What follows belongs to an exercise in optimizing a design on an open flow for small area, a short achievable clock period and few clock cycles per item; a production flow would make more cautious choices. Function was checked by simulation only, so behaviour that the tests miss may differ from the original.

==> flow/design.v (excerpt) <==
module line_follow_pid_drive (
    input  logic                                  aclk,
    input  logic                                  aresetn,
    input  logic                                  cfg_wr_en,
    input  logic [lfpd_pkg::CFG_IDX_W-1:0]        cfg_index,
    input  logic [lfpd_pkg::GAIN_W-1:0]           cfg_wdata,
    input  logic                                  s_valid,
    output logic                                  s_ready,
    input  logic [lfpd_pkg::SENSOR_W-1:0]         s_sensor_bits,
    output logic                                  m_valid,
    input  logic                                  m_ready,
    output logic signed [lfpd_pkg::DUTY_W-1:0]    m_left_duty,
    output logic signed [lfpd_pkg::DUTY_W-1:0]    m_right_duty,
    output logic                                  m_left_reverse,
    output logic                                  m_right_reverse,
    output logic                                  m_line_lost,
    output logic signed [lfpd_pkg::POS_W-1:0]     m_line_position
);
For scale: roughly 2400 cells after synthesis, roughly 53 I/O pins, roughly 21000 µm² of cells after synthesis.
==> flow/config.mk <==
export PLATFORM = sky130hd
export DESIGN_NAME = line_follow_pid_drive
export DESIGN_NICKNAME = line_follow_pid_drive
export VERILOG_FILES = /design/flow/design.v
export SDC_FILE = /design/flow/constraint.sdc
export NUM_CORES = 4
export LEC_CHECK = 0
export CAP_MARGIN = 20
export CORE_MARGIN = 2
export CORE_UTILIZATION = 40
export SETUP_SLACK_MARGIN = 3
export SLEW_MARGIN = 20
==> flow/constraint.sdc <==
create_clock -name core_clock -period 12.0 [get_ports {aclk}]
set_input_delay 2.4000 -clock core_clock [delete_from_list [all_inputs] [get_ports {aclk}]]
set_output_delay 2.4000 -clock core_clock [all_outputs]
set_load 0.01 [all_outputs]
standard.sh (not shown) runs the stock make flow with config.mk's settings and CLKGATE_MAP_FILE= SYNTH_SCRIPT=/design/flow/synth_recipe.tcl, a recipe that flattens the netlist after the stock synthesis.
==> flow/flow/run.sh <==
#!/bin/bash
# Standard layout with one netlist step added after synthesis: flow/invopt.py
# removes inverters around the full adders of the synthesized netlist (a full
# adder is self-dual, so complementing all of its inputs complements its
# outputs). Registers and every other cell are left as synthesis made them.
set -euo pipefail
R=orfs/results/${FLOW_PLATFORM}/line_follow_pid_drive/base
bash standard.sh synth > synth.log 2>&1
cp "$R/1_2_yosys.v" "$R/1_2_yosys.std.v"
python3 flow/invopt.py "$R/1_2_yosys.std.v" "$R/1_2_yosys.v" > invopt.log 2>&1
rm -f "$R/1_synth.odb" "$R/1_synth.sdc"
bash standard.sh > layout.log 2>&1
Other scripts of this flow, unchanged in this note and not shown: flow/flow/invopt.py
The baseline produced a clean layout.
Testbench counts at the start, summed over its fixed seeds: cycles 1,936, items 1,920.
Change:
SETUP_SLACK_MARGIN = 2   (was 3)
- clock-buffer cell count shrinks by 1
- setup slack degrades by 0.040 ns
- via count shrinks by about 2%
- cell area shrinks by 4.2%
- global-route usage shrinks by 0.79 points

* * *

line_follow_pid_drive again, from the RTL that the note above started with.
Design line_follow_pid_drive, start of the top module:
module line_follow_pid_drive (
    input  logic                                  aclk,
    input  logic                                  aresetn,
    input  logic                                  cfg_wr_en,
    input  logic [lfpd_pkg::CFG_IDX_W-1:0]        cfg_index,
    input  logic [lfpd_pkg::GAIN_W-1:0]           cfg_wdata,
    input  logic                                  s_valid,
    output logic                                  s_ready,
    input  logic [lfpd_pkg::SENSOR_W-1:0]         s_sensor_bits,
    output logic                                  m_valid,
    input  logic                                  m_ready,
    output logic signed [lfpd_pkg::DUTY_W-1:0]    m_left_duty,
    output logic signed [lfpd_pkg::DUTY_W-1:0]    m_right_duty,
    output logic                                  m_left_reverse,
    output logic                                  m_right_reverse,
    output logic                                  m_line_lost,
    output logic signed [lfpd_pkg::POS_W-1:0]     m_line_position
);
    lfpd_pkg::cfg_t  cfg_reg;
    logic [4:0]      wdata_q;
    logic [3:0]      wdata_r;
    assign wdata_q = 5'(cfg_wdata / 8'd10);
    assign wdata_r = 4'(cfg_wdata % 8'd10);
  ...
clock: 12.0 ns
lec_check: 0
cap_margin: 20
core_margin: 2
core_utilization: 40
slew_margin: 20
Scripts as last shown in full above: flow/flow/run.sh
Other scripts of this flow, unchanged in this note and not shown: flow/flow/invopt.py
Testbench counts at the start, summed over its fixed seeds: cycles 1,936, items 1,920.
Edit:
--- a/flow/config.mk
+++ b/flow/config.mk
@@ -10,2 +10,3 @@
 export CORE_UTILIZATION = 40
+export SETUP_SLACK_MARGIN = 1
 export SLEW_MARGIN = 20
Outcome: Via count rose by 0.40%; fmax is higher by 6.7%; critical path depth stays the same; sequential share of layout area stays flat; first-iteration DRC count went up by 9.2%; routed wire length is higher by 0.40%; setup slack is better by 720 ps; final area is higher by 0.82%; hold slack barely changes; utilization came out higher by 0.36 points.
Edit:
--- a/flow/config.mk
+++ b/flow/config.mk
@@ -10,3 +10,3 @@
 export CORE_UTILIZATION = 40
-export SETUP_SLACK_MARGIN = 1
+export SETUP_SLACK_MARGIN = 1.5
 export SLEW_MARGIN = 20
Effect: The changed run went through all stages and came out clean. Routed wire length is higher by 1.4%. Via count is higher by 0.57%. Worst hold slack hardly moves. Worst setup slack gets better by 420 ps. Cell count is higher by 0.65%. Final area is higher by 2.3%. Fmax is higher by 4.1%. Synthesized area stays the same. Die area does not change.

* * *

## run A
Another version of the RTL of line_follow_pid_drive (not shown whole).
Size in the first run: about 53 I/O pins, ~23000 µm² of cells after synthesis.
Settings: LEC_CHECK=0, CAP_MARGIN=20, CORE_MARGIN=2, CORE_UTILIZATION=40, SLEW_MARGIN=20; clock period 12.0 ns.
Scripts as last shown in full above: flow/flow/run.sh
Other scripts of this flow, unchanged in this note and not shown: flow/flow/invopt.py
Testbench counts of run A, summed over its fixed seeds: cycles 1,944, items 1,920.
--- input diff run A..run B ---
- an added SETUP_SLACK_MARGIN of 4
--- outcome ---
met3 layer wire length in the routed design up about 4.3% in run B wrt run A. Every run in the comparison, run B and run A, completed the flow with a clean layout. Run B does better than run A on setup slack. Cell area | run B vs run A | run B larger. The global-route usage in run B sits 0.94 points above the value recorded for run A. Die area came out exactly the same in run B and run A. Taking run A as the reference, in run B routed wire length higher, instance count on the critical path increased 1, via count picked up an extra 504.
The following lists how run C was set up differently from run B:
- changing SETUP_SLACK_MARGIN from 4 to 3
[summary]
- Taking run B as the reference, in run C final area shrank by 560 µm², routed wire length shrank by 1600 µm, arrival time reported for the critical path endpoint shrank by 0.18 ns, largest fanout on the critical path shrank by 1, number of fill cells grew by about 0.7%.
- Cell area after placement (run C vs. run B) decreases slightly
- Run C was carried through to the last stage, and its layout satisfied the timing, design-rule and antenna checks.

* * *

Another version of the RTL of line_follow_pid_drive (not shown whole).
Size in the first run: ~23000 sq um of cells after synthesis.
export LEC_CHECK = 0
export CAP_MARGIN = 20
export CORE_MARGIN = 2
export CORE_UTILIZATION = 40
export SETUP_SLACK_MARGIN = 3.5
export SLEW_MARGIN = 20
create_clock -name core_clock -period 12.0 [get_ports {aclk}]
Scripts as last shown in full above: flow/flow/run.sh
Other scripts of this flow, unchanged in this note and not shown: flow/flow/invopt.py
The starting point passed the timing, design-rule and antenna checks.
Testbench counts at the start, summed over its fixed seeds: cycles 1,944, items 1,920.
Next try:
CORE_UTILIZATION = 70   (was 40)
SETUP_SLACK_MARGIN = 3   (was 3.5)
Result: Non-clock buffer count decreases by 45. Sequential share of layout area is higher by 0.61 points. Routed wire length went up by 1.4%. Synthesized cell count does not change. Sequential cell count does not change. Worst setup slack is worse by 0.38 ns.

* * *

Setup of the previous run:
line_follow_pid_drive again, from the RTL that the note above started with.
export LEC_CHECK = 0
export CAP_MARGIN = 20
export CORE_MARGIN = 2
export CORE_UTILIZATION = 55
export SETUP_SLACK_MARGIN = 3
export SLEW_MARGIN = 20
create_clock -name core_clock -period 12.0 [get_ports {aclk}]
==> flow/flow/run.sh <==
#!/bin/bash
# Standard layout with one netlist step added after synthesis: flow/polopt.py
# chooses the output polarity of the full adders (self-dual: complementing all
# inputs complements the outputs) and of gates that have a complementary cell
# with the same pins (and2/nand2, o21a/o21ai, ...), to drop inverters.
# Registers and all other cells are left as synthesis made them.
set -euo pipefail
R=orfs/results/${FLOW_PLATFORM}/line_follow_pid_drive/base
bash standard.sh synth > synth.log 2>&1
cp "$R/1_2_yosys.v" "$R/1_2_yosys.std.v"
python3 flow/polopt.py "$R/1_2_yosys.std.v" "$R/1_2_yosys.v" > polopt.log 2>&1
rm -f "$R/1_synth.odb" "$R/1_synth.sdc"
bash standard.sh > layout.log 2>&1
Other scripts of this flow, unchanged in this note and not shown: flow/flow/polopt.py
Testbench counts of the previous run, summed over its fixed seeds: cycles 1,944, items 1,920.
Setup changes, the previous run to the current run
Settings: a change of CORE_UTILIZATION from 55 to 60; an added PLACE_DENSITY of 0.7.
### Flow results
There was hardly any difference in sequential fraction of total cell area between the previous run and the current run.
Hold slack: the current run > the previous run

* * *

== v47 ==
line_follow_pid_drive again, from the RTL that the note above started with.
Settings: LEC_CHECK=0, ABC_AREA=1, CAP_MARGIN=20, CORE_MARGIN=2, CORE_UTILIZATION=40, SETUP_SLACK_MARGIN=3, SLEW_MARGIN=20; clock period 12.0 ns.
==> flow/flow/run.sh <==
#!/bin/bash
# Standard layout with one netlist step added after synthesis: flow/invopt.py
# removes inverters around the full adders of the synthesized netlist (a full
# adder is self-dual, so complementing all of its inputs complements its
# outputs). Registers and every other cell are left as synthesis made them.
set -euo pipefail
R=orfs/results/${FLOW_PLATFORM}/line_follow_pid_drive/base
bash standard.sh synth > synth.log 2>&1
cp "$R/1_2_yosys.v" "$R/1_2_yosys.std.v"
python3 flow/invopt.py "$R/1_2_yosys.std.v" "$R/1_2_yosys.v" > invopt.log 2>&1
rm -f "$R/1_synth.odb" "$R/1_synth.sdc"
bash standard.sh > layout.log 2>&1
Other scripts of this flow, unchanged in this note and not shown: flow/flow/invopt.py
Testbench counts of v47, summed over its fixed seeds: cycles 1,944, items 1,920.
Relative to v47, the following input files were edited for v55:
- ABC_AREA no longer set, was 1
==> comparison <==
v55 against v47: met1 wire length shrank by about 8%; number of logic inverters in the finished layout shrank by 47%; utilization of the core after routing grew by 0.39 points. v55 vs v47 — average cell area after synthesis climbed by more than 10%. Side by side, number of fill cells in the layout turned out lower in v55 than in v47. [compare] base=v47 new=v55: post-CTS repair timing setup buffer count saw an increase; count of placed standard cells in the final layout, fillers left out saw a decrease. The time the worst path needs with I/O delays and setup of v55 was superior to that of v47.
The inputs of v56 differ from those of v55 as listed below.
- CORE_UTILIZATION changed from 40 to 55
Notes after the runs:
v55 went all the way through the flow, and no timing, DRC or antenna check failed.
v56 finished all stages; the layout is clean.
v56 vs v55: post-detailed-route wirelength per cell up
In v56, the share of final layout cell area taken by non-clock buffers came out 0.46 points below the value in v55.
Changes in v33 relative to v56:
- SETUP_SLACK_MARGIN changed from 3 to 3.5
==> comparison <==
Looking at final cell count without fillers, v33 sits 35 higher than v56 does. The wire length of v33 is higher than that of v56. v33: no failed stages, no open violations at the end. Looking at critical path depth, v33 sits about 6% above v56. v33 vs v56 on area added between synthesis and finish: v33 is the higher one. Compared v33 against v56; worst hold slack after final layout within noise. Taking v56 as the reference, in v33 count of clock buffers in the final design has increased; number of multi-input logic gates has remained practically unchanged.

* * *

Another version of the RTL of line_follow_pid_drive (not shown whole).
For scale: about 3100 cells after synthesis, roughly 100 flip-flops.
==> flow/design.v (excerpt) <==
module line_follow_pid_drive (
    input  logic                                  aclk,
    input  logic                                  aresetn,
    input  logic                                  cfg_wr_en,
    input  logic [lfpd_pkg::CFG_IDX_W-1:0]        cfg_index,
    input  logic [lfpd_pkg::GAIN_W-1:0]           cfg_wdata,
    input  logic                                  s_valid,
    output logic                                  s_ready,
    input  logic [lfpd_pkg::SENSOR_W-1:0]         s_sensor_bits,
    output logic                                  m_valid,
    input  logic                                  m_ready,
    output logic signed [lfpd_pkg::DUTY_W-1:0]    m_left_duty,
    output logic signed [lfpd_pkg::DUTY_W-1:0]    m_right_duty,
    output logic                                  m_left_reverse,
    output logic                                  m_right_reverse,
    output logic                                  m_line_lost,
    output logic signed [lfpd_pkg::POS_W-1:0]     m_line_position
);
    lfpd_pkg::cfg_t  cfg_reg;
    logic [4:0]      wdata_q;
    logic [3:0]      wdata_r;
    assign wdata_q = 5'(cfg_wdata / 8'd10);
    assign wdata_r = 4'(cfg_wdata % 8'd10);
    always_ff @(posedge aclk) begin
        if (!aresetn) begin
            cfg_reg.kp_q        <= 5'd1;
            cfg_reg.kp_r        <= 4'd0;
            cfg_reg.ki_gain     <= lfpd_pkg::KI_RESET;
  ...
==> flow/config.mk <==
export PLATFORM = sky130hd
export DESIGN_NAME = line_follow_pid_drive
export DESIGN_NICKNAME = line_follow_pid_drive
export VERILOG_FILES = /design/flow/design.v
export SDC_FILE = /design/flow/constraint.sdc
export NUM_CORES = 4
export LEC_CHECK = 0
export ABC_AREA = 1
export CAP_MARGIN = 20
export CORE_MARGIN = 2
export CORE_UTILIZATION = 40
export SLEW_MARGIN = 20
==> flow/constraint.sdc <==
create_clock -name core_clock -period 12.0 [get_ports {aclk}]
set_input_delay 2.4000 -clock core_clock [delete_from_list [all_inputs] [get_ports {aclk}]]
set_output_delay 2.4000 -clock core_clock [all_outputs]
set_load 0.01 [all_outputs]
run.sh (not shown) runs the stock make flow with config.mk's settings and CLKGATE_MAP_FILE= SYNTH_SCRIPT=/design/flow/synth_recipe.tcl, a recipe that flattens the netlist after the stock synthesis.
Stock flow here: none of the scripts above is used.
Testbench counts at the start, summed over its fixed seeds: cycles 1,936, items 1,920.
Then changed:
ABC_AREA = default   (was 1)
Effect: The changed run finished with timing, DRC and antenna clean. Cell area goes down by 3.5%. Via count is lower by 9.1%. Final cell count came out lower by 16%. Area after synthesis went down by 3.5%. Global-route usage falls by 0.15 points. First-iteration DRC count goes down by 3.3%. Critical path depth went down by 5. Wire length falls by 4.5%.

==> separate check: timing with driven ports <==
In the flow no input, the clock included, has a driving cell. The finished layouts below were timed again as built, in two steps.
Step 1: set_driving_cell puts a clkbuf_16 on aclk and a buf_2 on each other input, an assumption about the parent block.
Step 2 moves the port delays by t, midway between the first and last clock arrival at a register: inputs arrive t later, outputs are due t later. That takes back most of the time a late clock gives input paths.
a / b / c = ideal / step 1 / step 2; a / b = the first two.
| run | shift t [ns] | slack for setup (ns) | hold WS [ns] | slew at the worst register clock pin (ns) | cell pins on the clock port's net |
|---|---|---|---|---|---|
| the first run of note 1 | 0.408 | 2.072 / 2.024 / 2.432 | 0.438 / 0.438 / 0.438 | 0.08 / 0.08 | 1 |
| the second run of note 1 | 0.407 | 2.032 / 1.983 / 2.325 | 0.432 / 0.432 / 0.432 | 0.08 / 0.08 | 1 |
| the first run of note 2 | 0.411 | 0.573 / 0.525 / 0.936 | 0.424 / 0.424 / 0.424 | 0.08 / 0.08 | 1 |
| the second run of note 2 | 0.408 | 1.292 / 1.244 / 1.652 | 0.423 / 0.423 / 0.423 | 0.08 / 0.08 | 1 |
| the third run of note 2 | 0.411 | 1.715 / 1.667 / 2.015 | 0.423 / 0.423 / 0.423 | 0.08 / 0.08 | 1 |
| run A | 0.490 | 1.611 / 1.611 / 1.611 | 0.423 / 0.423 / 0.423 | 0.07 / 0.07 | 1 |
| run B | 0.503 | 2.992 / 2.992 / 2.992 | 0.422 / 0.422 / 0.422 | 0.07 / 0.07 | 1 |
| run C | 0.488 | 3.145 / 3.145 / 3.093 | 0.423 / 0.423 / 0.423 | 0.07 / 0.07 | 1 |
| the first run of note 4 | 0.494 | 3.389 / 3.389 / 3.389 | 0.421 / 0.421 / 0.421 | 0.07 / 0.07 | 1 |
| the second run of note 4 | 0.467 | 3.008 / 3.008 / 3.008 | 0.421 / 0.421 / 0.421 | 0.07 / 0.07 | 1 |
| the previous run | 0.471 | 3.249 / 3.249 / 2.987 | 0.418 / 0.418 / 0.418 | 0.06 / 0.06 | 1 |
| the current run | 0.475 | 3.181 / 3.181 / 3.051 | 0.425 / 0.425 / 0.425 | 0.07 / 0.07 | 1 |
| v47 | 0.496 | 3.224 / 3.224 / 3.072 | 0.419 / 0.419 / 0.419 | 0.07 / 0.07 | 1 |
| v55 | 0.498 | 3.241 / 3.241 / 2.938 | 0.420 / 0.420 / 0.420 | 0.07 / 0.07 | 1 |
| v56 | 0.480 | 3.306 / 3.306 / 3.054 | 0.419 / 0.419 / 0.419 | 0.07 / 0.07 | 1 |
| v33 | 0.488 | 3.387 / 3.387 / 3.387 | 0.421 / 0.421 / 0.421 | 0.06 / 0.06 | 1 |
| the first run of note 7 | 0.408 | 0.788 / 0.738 / 1.146 | 0.420 / 0.420 / 0.420 | 0.08 / 0.08 | 1 |
| the second run of note 7 | 0.402 | 0.715 / 0.672 / 0.890 | 0.424 / 0.424 / 0.424 | 0.08 / 0.08 | 1 |
After both steps setup and hold are still met in every run listed. The setup slack of v55, which loses most, moves by 0.000 ns with the drivers and by -0.303 ns with both steps.
